This is an optimization exercise on Yosys and OpenROAD, whose aim is small area, a short achievable clock period and few clock cycles per item, not a production implementation.
Treat power and IR drop as tool artefacts here; the default activity estimate runs too high for this design.

==> build 40: inputs <==
// octahedral_normal_encoder_unit
module octahedral_normal_encoder_unit #(
    parameter int COMP_WIDTH = 16
) (
    input  logic                         i_clk,
    input  logic                         i_rst_n,
    input  logic                         i_valid,
    output logic                         o_stall,
    input  logic signed [COMP_WIDTH-1:0] i_comp_x,
    input  logic signed [COMP_WIDTH-1:0] i_comp_y,
    input  logic signed [COMP_WIDTH-1:0] i_comp_z,
    output logic                         o_valid,
    input  logic                         i_stall,
    output logic [31:0]                  o_packed_oct,
    output logic                         o_zero_vector
);
Settings: LEC_CHECK=0, CAP_MARGIN=20, CORE_MARGIN=2, CORE_UTILIZATION=40, SETUP_SLACK_MARGIN=1.6, SLEW_MARGIN=20; clock period 5.0 ns.
run.sh (not shown) runs the stock make flow with config.mk's settings and CLKGATE_MAP_FILE= SYNTH_SCRIPT=/design/flow/synth_recipe.tcl, a recipe that flattens the netlist after the stock synthesis.
==> trial 12 (differences from build 40) <==
--- a/flow/design.v
+++ b/flow/design.v
@@ -120,13 +120,13 @@
     input  logic                         i_stall,
     output logic [31:0]                  o_packed_oct,
     output logic                         o_zero_vector
 );
     localparam int LW = octne_pkg::LW;
     localparam int QB = octne_pkg::QBITS;
-    localparam logic [QB-1:0] REGMASK = 15'b101_0101_0101_0101;
+    localparam logic [QB-1:0] REGMASK = 15'b111_1111_1111_1111;
     localparam bit FE_REG = 1'b1;
     localparam int REC = 3 + LW + 2 * (LW + QB);
     logic w_adv;              
     logic r_hv, r_sv;         
     logic w_push, w_pop;
     logic w_fin_v;            
--- a/flow/config.mk
+++ b/flow/config.mk
@@ -5,8 +5,8 @@
 export SDC_FILE = /design/flow/constraint.sdc
 export NUM_CORES = 4
 export LEC_CHECK = 0
 export CAP_MARGIN = 20
 export CORE_MARGIN = 2
 export CORE_UTILIZATION = 40
-export SETUP_SLACK_MARGIN = 1.6
+export SETUP_SLACK_MARGIN = 2.6
 export SLEW_MARGIN = 20
==> comparison table <==
| metric | trial 12 | build 40 |
|---|---|---|
| Status | timing/DRC/antenna clean | failed layout checks |
| Violated checks | - | setup timing |
| Total via count in the routed design | 50700 | 41300 |
| Worst slew margin | 0.272 | 0.169 |
| Per-cell via count in the routed design | 5.22 | 5.04 |
| Crit. Startpoint | r0_av[1] | g_div[2].g_reg.r_rec[50] |
| Number of flip-flops and latches | 1478 | 883 |
| Number of non-filler instances in the completed layout | 9697 | 8189 |
| Total met2 wirelength after detailed routing | 111 mm | 81.7 mm |
| Worst endpoint data arrival time | 4.19 ns | 5.89 ns |
| Area of the die | 0.197 sq mm | 0.150 sq mm |
| Quantity of gates resized following cts | 1750 | 406 |
| Cell Rows | 161 | 140 |
| DPL Wire Length | 126 mm | 110 mm |
| Final core utilization | 0.540 | 0.542 |
| Placed cell count | 8669 | 7695 |
| Clock tree buffer count of the final layout | 190 | 125 |
| Post-synthesis area per instance | 12.7 sq um | 11.9 sq um |
| Number of unique standard cell types used by synthesis | 82 | 87 |
| Total of endpoints with negative setup slack in the final report | 0 | 241 |
| Overall die width | 444 microns | 387 microns |
| #MultiIn Comb | 3900 | 3533 |
| Biggest cell category by area in the final layout | flip-flops and latches | multi-input combinational cells |
| Hold Crit Start | g_div[6].g_reg.r_rec[45] | g_div[6].g_reg.r_rec[42] |
| Clock buffer count from CTS | 164 | 99 |
| Die Height | 444 microns | 387 microns |
| Worst EP required | 5.53 ns | 5.43 ns |
No run of this note included a check of the RTL's function; only the layout flow was run.

---

==> run a <==
==> flow/design.v <==
package octne_pkg;
    localparam int QBITS     = 15;
    localparam int HALF_BITS = 16;
    localparam int LW        = 17;
endpackage
module octne_div_step (
    input  logic [octne_pkg::LW-1:0]     i_den,
    input  logic [octne_pkg::LW-1:0]     i_rem_u,
    input  logic [octne_pkg::QBITS-1:0]  i_low_u,
    input  logic [octne_pkg::LW-1:0]     i_rem_v,
    input  logic [octne_pkg::QBITS-1:0]  i_low_v,
    output logic [octne_pkg::LW-1:0]     o_rem_u,
    output logic [octne_pkg::QBITS-1:0]  o_low_u,
    output logic [octne_pkg::LW-1:0]     o_rem_v,
    output logic [octne_pkg::QBITS-1:0]  o_low_v
);
    localparam int LW = octne_pkg::LW;
    localparam int QB = octne_pkg::QBITS;
    logic [LW:0] w_t_u, w_t_v, w_d_u, w_d_v;
    always_comb begin
        w_t_u = {i_rem_u, i_low_u[QB-1]};
        w_t_v = {i_rem_v, i_low_v[QB-1]};
        w_d_u = w_t_u - {1'b0, i_den};
        w_d_v = w_t_v - {1'b0, i_den};
        o_rem_u = w_d_u[LW] ? w_t_u[LW-1:0] : w_d_u[LW-1:0];
        o_rem_v = w_d_v[LW] ? w_t_v[LW-1:0] : w_d_v[LW-1:0];
        o_low_u = {i_low_u[QB-2:0], ~w_d_u[LW]};
        o_low_v = {i_low_v[QB-2:0], ~w_d_v[LW]};
    end
endmodule
module octahedral_normal_encoder_unit #(
    parameter int COMP_WIDTH = 16
) (
    input  logic                         i_clk,
    input  logic                         i_rst_n,
    input  logic                         i_valid,
    output logic                         o_stall,
    input  logic signed [COMP_WIDTH-1:0] i_comp_x,
    input  logic signed [COMP_WIDTH-1:0] i_comp_y,
    input  logic signed [COMP_WIDTH-1:0] i_comp_z,
    output logic                         o_valid,
    input  logic                         i_stall,
    output logic [31:0]                  o_packed_oct,
    output logic                         o_zero_vector
);
    localparam int LW = octne_pkg::LW;
    localparam int QB = octne_pkg::QBITS;
    localparam logic [QB-1:0] REGMASK = 15'b111_1111_1111_1111;
    localparam bit FE_REG = 1'b1;
    localparam int REC = 3 + LW + 2 * (LW + QB);
    logic w_adv;              
    logic r_hv, r_sv;         
    logic w_push, w_pop;
    logic w_fin_v;            
    assign w_adv   = ~r_sv;
    assign w_push  = w_adv & w_fin_v;
    assign w_pop   = r_hv & ~i_stall;
    assign o_stall = r_sv;
    assign o_valid = r_hv;
    always_ff @(posedge i_clk) begin
        if (!i_rst_n) begin
            r_hv  <= 1'b0;
            r_sv  <= 1'b0;
        end else begin
            r_hv  <= (r_hv & ~w_pop) | r_sv | w_push;
            r_sv  <= r_hv & ~w_pop & (r_sv | w_push);
        end
    end
    logic [COMP_WIDTH-1:0] n_ax, n_ay, n_az;
    logic [COMP_WIDTH-1:0] r0_au, r0_av, r0_az;
    logic                  r0_nx, r0_ny, r0_fold, r0_v;
    always_comb begin
        n_ax = i_comp_x[COMP_WIDTH-1] ? (~$unsigned(i_comp_x) + 1'b1) : $unsigned(i_comp_x);
        n_ay = i_comp_y[COMP_WIDTH-1] ? (~$unsigned(i_comp_y) + 1'b1) : $unsigned(i_comp_y);
        n_az = i_comp_z[COMP_WIDTH-1] ? (~$unsigned(i_comp_z) + 1'b1) : $unsigned(i_comp_z);
    end
    always_ff @(posedge i_clk) begin
        if (!i_rst_n) begin
            r0_v <= 1'b0;
        end else if (w_adv) begin
            r0_v <= i_valid;
        end
    end
    always_ff @(posedge i_clk) begin
        if (w_adv) begin
            r0_au   <= i_comp_z[COMP_WIDTH-1] ? n_ay : n_ax;
            r0_av   <= i_comp_z[COMP_WIDTH-1] ? n_ax : n_ay;
            r0_az   <= n_az;
            r0_nx   <= i_comp_x[COMP_WIDTH-1];
            r0_ny   <= i_comp_y[COMP_WIDTH-1];
            r0_fold <= i_comp_z[COMP_WIDTH-1];
        end
    end
    logic [LW-1:0]   n_l1;
    logic [31:0]     n_m_u, n_m_v;
    logic [REC-1:0]  w_fe;
    always_comb begin
        n_l1  = LW'(r0_au) + LW'(r0_av) + LW'(r0_az);
        n_m_u = {r0_au, 15'd0} - 32'(r0_au) + 32'(n_l1[LW-1:1]);
        n_m_v = {r0_av, 15'd0} - 32'(r0_av) + 32'(n_l1[LW-1:1]);
        w_fe  = {r0_nx, r0_ny, r0_fold, n_l1,
                 n_m_u[31:QB], n_m_u[QB-1:0],
                 n_m_v[31:QB], n_m_v[QB-1:0]};
    end
    logic [REC-1:0] w_rec [0:QB];
    logic           w_vld [0:QB];
    generate
        if (FE_REG) begin : g_fe_reg
            logic [REC-1:0] r_rec;
            logic           r_v;
            always_ff @(posedge i_clk) begin
                if (!i_rst_n) begin
                    r_v <= 1'b0;
                end else if (w_adv) begin
                    r_v <= r0_v;
                end
            end
            always_ff @(posedge i_clk) begin
                if (w_adv) begin
                    r_rec <= w_fe;
                end
            end
            assign w_rec[0] = r_rec;
            assign w_vld[0] = r_v;
        end else begin : g_fe_comb
            assign w_rec[0] = w_fe;
            assign w_vld[0] = r0_v;
        end
    endgenerate
    genvar k;
    generate
        for (k = 0; k < QB; k++) begin : g_div
            logic [REC-1:0] n_rec;
            octne_div_step u_step (
                .i_den   (w_rec[k][2*(LW+QB) +: LW]),
                .i_rem_u (w_rec[k][LW+2*QB +: LW]),
                .i_low_u (w_rec[k][LW+QB +: QB]),
                .i_rem_v (w_rec[k][QB +: LW]),
                .i_low_v (w_rec[k][0 +: QB]),
                .o_rem_u (n_rec[LW+2*QB +: LW]),
                .o_low_u (n_rec[LW+QB +: QB]),
                .o_rem_v (n_rec[QB +: LW]),
                .o_low_v (n_rec[0 +: QB])
            );
            assign n_rec[REC-1:2*(LW+QB)] = w_rec[k][REC-1:2*(LW+QB)];
            if (REGMASK[k]) begin : g_reg
                logic [REC-1:0] r_rec;
                logic           r_v;
                always_ff @(posedge i_clk) begin
                    if (!i_rst_n) begin
                        r_v <= 1'b0;
                    end else if (w_adv) begin
                        r_v <= w_vld[k];
                    end
                end
                always_ff @(posedge i_clk) begin
                    if (w_adv) begin
                        r_rec <= n_rec;
                    end
                end
                assign w_rec[k+1] = r_rec;
                assign w_vld[k+1] = r_v;
            end else begin : g_comb
                assign w_rec[k+1] = n_rec;
                assign w_vld[k+1] = w_vld[k];
            end
        end
    endgenerate
    logic [REC-1:0] w_last;
    logic [LW-1:0]  w_den, w_rem_u, w_rem_v;
    logic [QB-1:0]  w_q_u, w_q_v;
    logic           w_nx, w_ny, w_fold, w_zero, w_tie_u, w_tie_v;
    logic [15:0]    w_m_u, w_m_v, n_u, n_v;
    logic           w_c_u, w_c_v;
    logic [32:0]    w_fin;
    always_comb begin
        w_last  = w_rec[QB];
        w_nx    = w_last[REC-1];
        w_ny    = w_last[REC-2];
        w_fold  = w_last[REC-3];
        w_den   = w_last[2*(LW+QB) +: LW];
        w_rem_u = w_last[LW+2*QB +: LW];
        w_q_u   = w_last[LW+QB +: QB];
        w_rem_v = w_last[QB +: LW];
        w_q_v   = w_last[0 +: QB];
        w_zero  = ~(|w_den);
        w_tie_u = ~(|w_rem_u) & ~w_den[0];
        w_tie_v = ~(|w_rem_v) & ~w_den[0];
        w_m_u   = (w_nx & ~w_fold) ? 16'hffff : ((w_fold & ~w_nx) ? 16'h7fff : 16'h0000);
        w_m_v   = (w_ny & ~w_fold) ? 16'hffff : ((w_fold & ~w_ny) ? 16'h7fff : 16'h0000);
        w_c_u   = w_fold ? (w_tie_u ^ w_nx) : w_nx;
        w_c_v   = w_fold ? (w_tie_v ^ w_ny) : w_ny;
        n_u     = (({1'b0, w_q_u} ^ w_m_u) + 16'(w_c_u)) ^ {w_fold & w_nx, 15'd0};
        n_v     = (({1'b0, w_q_v} ^ w_m_v) + 16'(w_c_v)) ^ {w_fold & w_ny, 15'd0};
        w_fin   = {w_zero, w_zero ? 32'd0 : {n_v, n_u}};
    end
    assign w_fin_v = w_vld[QB];
    logic [32:0] r_skid, r_out;
    always_ff @(posedge i_clk) begin
        if (w_adv) begin
            r_skid <= w_fin;
        end
        if (~r_hv | w_pop) begin
            r_out <= r_sv ? r_skid : w_fin;
        end
    end
    assign o_packed_oct  = r_out[31:0];
    assign o_zero_vector = r_out[32];
endmodule
==> flow/run.sh <==
#!/bin/bash
# synth_recipe.tcl (not shown) runs the flow's synth.tcl, then flattens the netlist and writes it again
# the make line also repeats each setting of config.mk as NAME=value (left out here)
make -C /OpenROAD-flow-scripts/flow DESIGN_CONFIG=/design/flow/config.mk WORK_HOME=/design/flow/orfs CLKGATE_MAP_FILE= SYNTH_SCRIPT=/design/flow/synth_recipe.tcl finish
==> flow/config.mk <==
export PLATFORM = sky130hd
export DESIGN_NAME = octahedral_normal_encoder_unit
export DESIGN_NICKNAME = octahedral_normal_encoder_unit
export VERILOG_FILES = /design/flow/design.v
export SDC_FILE = /design/flow/constraint.sdc
export NUM_CORES = 4
export LEC_CHECK = 0
export ABC_CLOCK_PERIOD_IN_PS = 1600
export CAP_MARGIN = 20
export CORE_MARGIN = 2
export CORE_UTILIZATION = 40
export SETUP_SLACK_MARGIN = 3.2
export SLEW_MARGIN = 20
==> flow/constraint.sdc <==
create_clock -name core_clock -period 5.0 [get_ports {i_clk}]
set_input_delay 1.0000 -clock core_clock [delete_from_list [all_inputs] [get_ports {i_clk}]]
set_output_delay 1.0000 -clock core_clock [all_outputs]
set_load 0.01 [all_outputs]
==> inputs of run b, as changes to run a <==
--- a/flow/design.v
+++ b/flow/design.v
@@ -46,5 +46,5 @@
     localparam int LW = octne_pkg::LW;
     localparam int QB = octne_pkg::QBITS;
-    localparam logic [QB-1:0] REGMASK = 15'b111_1111_1111_1111;
+    localparam logic [QB-1:0] REGMASK = 15'b101_0101_0101_0101;
     localparam bit FE_REG = 1'b1;
     localparam int REC = 3 + LW + 2 * (LW + QB);
ABC_CLOCK_PERIOD_IN_PS = 2500   (was 1600)
SETUP_SLACK_MARGIN = 2.0   (was 3.2)
==> run summary <==
Outcome
The flow ran to the end, but the layout failed its checks. A clean result was blocked by setup timing.

Setup path
The number of cells on the worst reg-to-reg path is 27. Along the worst path, the maximum fanout reaches 4.

Timing
Once routing completed, OpenROAD measured the worst setup slack at -0.623 ns. Setup violations remaining at the end of the flow were counted as 265.

Floorplan
Once the floorplan was initialized, standard cells occupied 40.3% of the core.

Cells and area
The library cells used most frequently in the layout, excluding fill and tap cells, are buf_4 (1616), edfxtp_1 (840), ha_1 (501), inv_1 (414), nand2_1 (319). The register fraction of the total cell area is 28.3%.

Placement
At the placement stage, the worst setup path has a slack of -0.763 ns.

Min path
In this run the most critical hold path is launched from g_div[6].g_reg.r_rec[2]$_DFFE_PN_.

Logic synthesis
The number of nets produced by synthesis is 6779.
(the above is from run b)
==> run summary <==
Outcome
The flow ran to the end, but the layout failed its checks. The layout checks failed on setup timing.

Cells and area
In the final layout, flip-flops and latches take up 44.8% of the cell area. The top cell types in the final layout, fill and taps aside, are edfxtp_1 (1428), ha_1 (541), inv_1 (467), a21oi_1 (374), xnor2_1 (354). The area occupied by multi-input gates is 38300 um^2.

Logic synthesis
The number of nets produced by synthesis is 7278. For this run, the number of Yosys warnings is 6.

Setup path
The maximum fanout along the worst path is 3. The start of the worst register-to-register path is r0_au[2]$_DFFE_PN_. Following the worst setup path forward leads to its endpoint at g_fe_reg.r_rec[26]$_DFFE_PN_.

The setup path with the least slack is of type reg -> reg.

Timing
The transition time at the pin with the least slew margin is 1.06 ns. Setup violations remaining at the end of the flow were counted as 23. The worst setup margin is -0.363 ns. The final critical delay including setup and external delays is 5.36 ns.

The worst pin sits at a relative slew slack of 29.2%.

Min path
The worst hold path begins at g_div[5].g_reg.r_rec[45]$_DFFE_PN_.

Floorplan
The starting density of the core is 40.2%.

Power and ir drop
(the above is from run a)
Function was not checked in any run of this note: the RTL went through the layout flow alone.

## separate check: timing with driven ports
No port has a modelled driver above. Below, the same layouts with a new extraction and two added sets of constraints.
Step 1: set_driving_cell puts a clkbuf_16 on i_clk and a buf_2 on each other input, an assumption about the parent block.
Step 2 moves the port delays by t, midway between the first and last clock arrival at a register: inputs arrive t later, outputs are due t later. That takes back most of the time a late clock gives input paths.
a / b / c = ideal / step 1 / step 2; a / b = the first two.
run | shift t [ns] | slack for setup (ns) | hold slack, ns | clock arrival spread, ns | worst data-port slew with drivers (ns)
build 40 | 0.784 | -0.454 / -0.454 / -0.454 | 0.408 / 0.408 / 0.408 | 0.069 / 0.069 | 0.07
trial 12 | 0.878 | 1.337 / 1.337 / 1.337 | 0.399 / 0.399 / 0.399 | 0.044 / 0.044 | 0.06
run a | 0.879 | -0.363 / -0.363 / -0.363 | 0.364 / 0.364 / 0.364 | 0.074 / 0.073 | 0.07
run b | 0.809 | -0.623 / -0.623 / -0.623 | 0.383 / 0.383 / 0.383 | 0.087 / 0.086 | 0.04
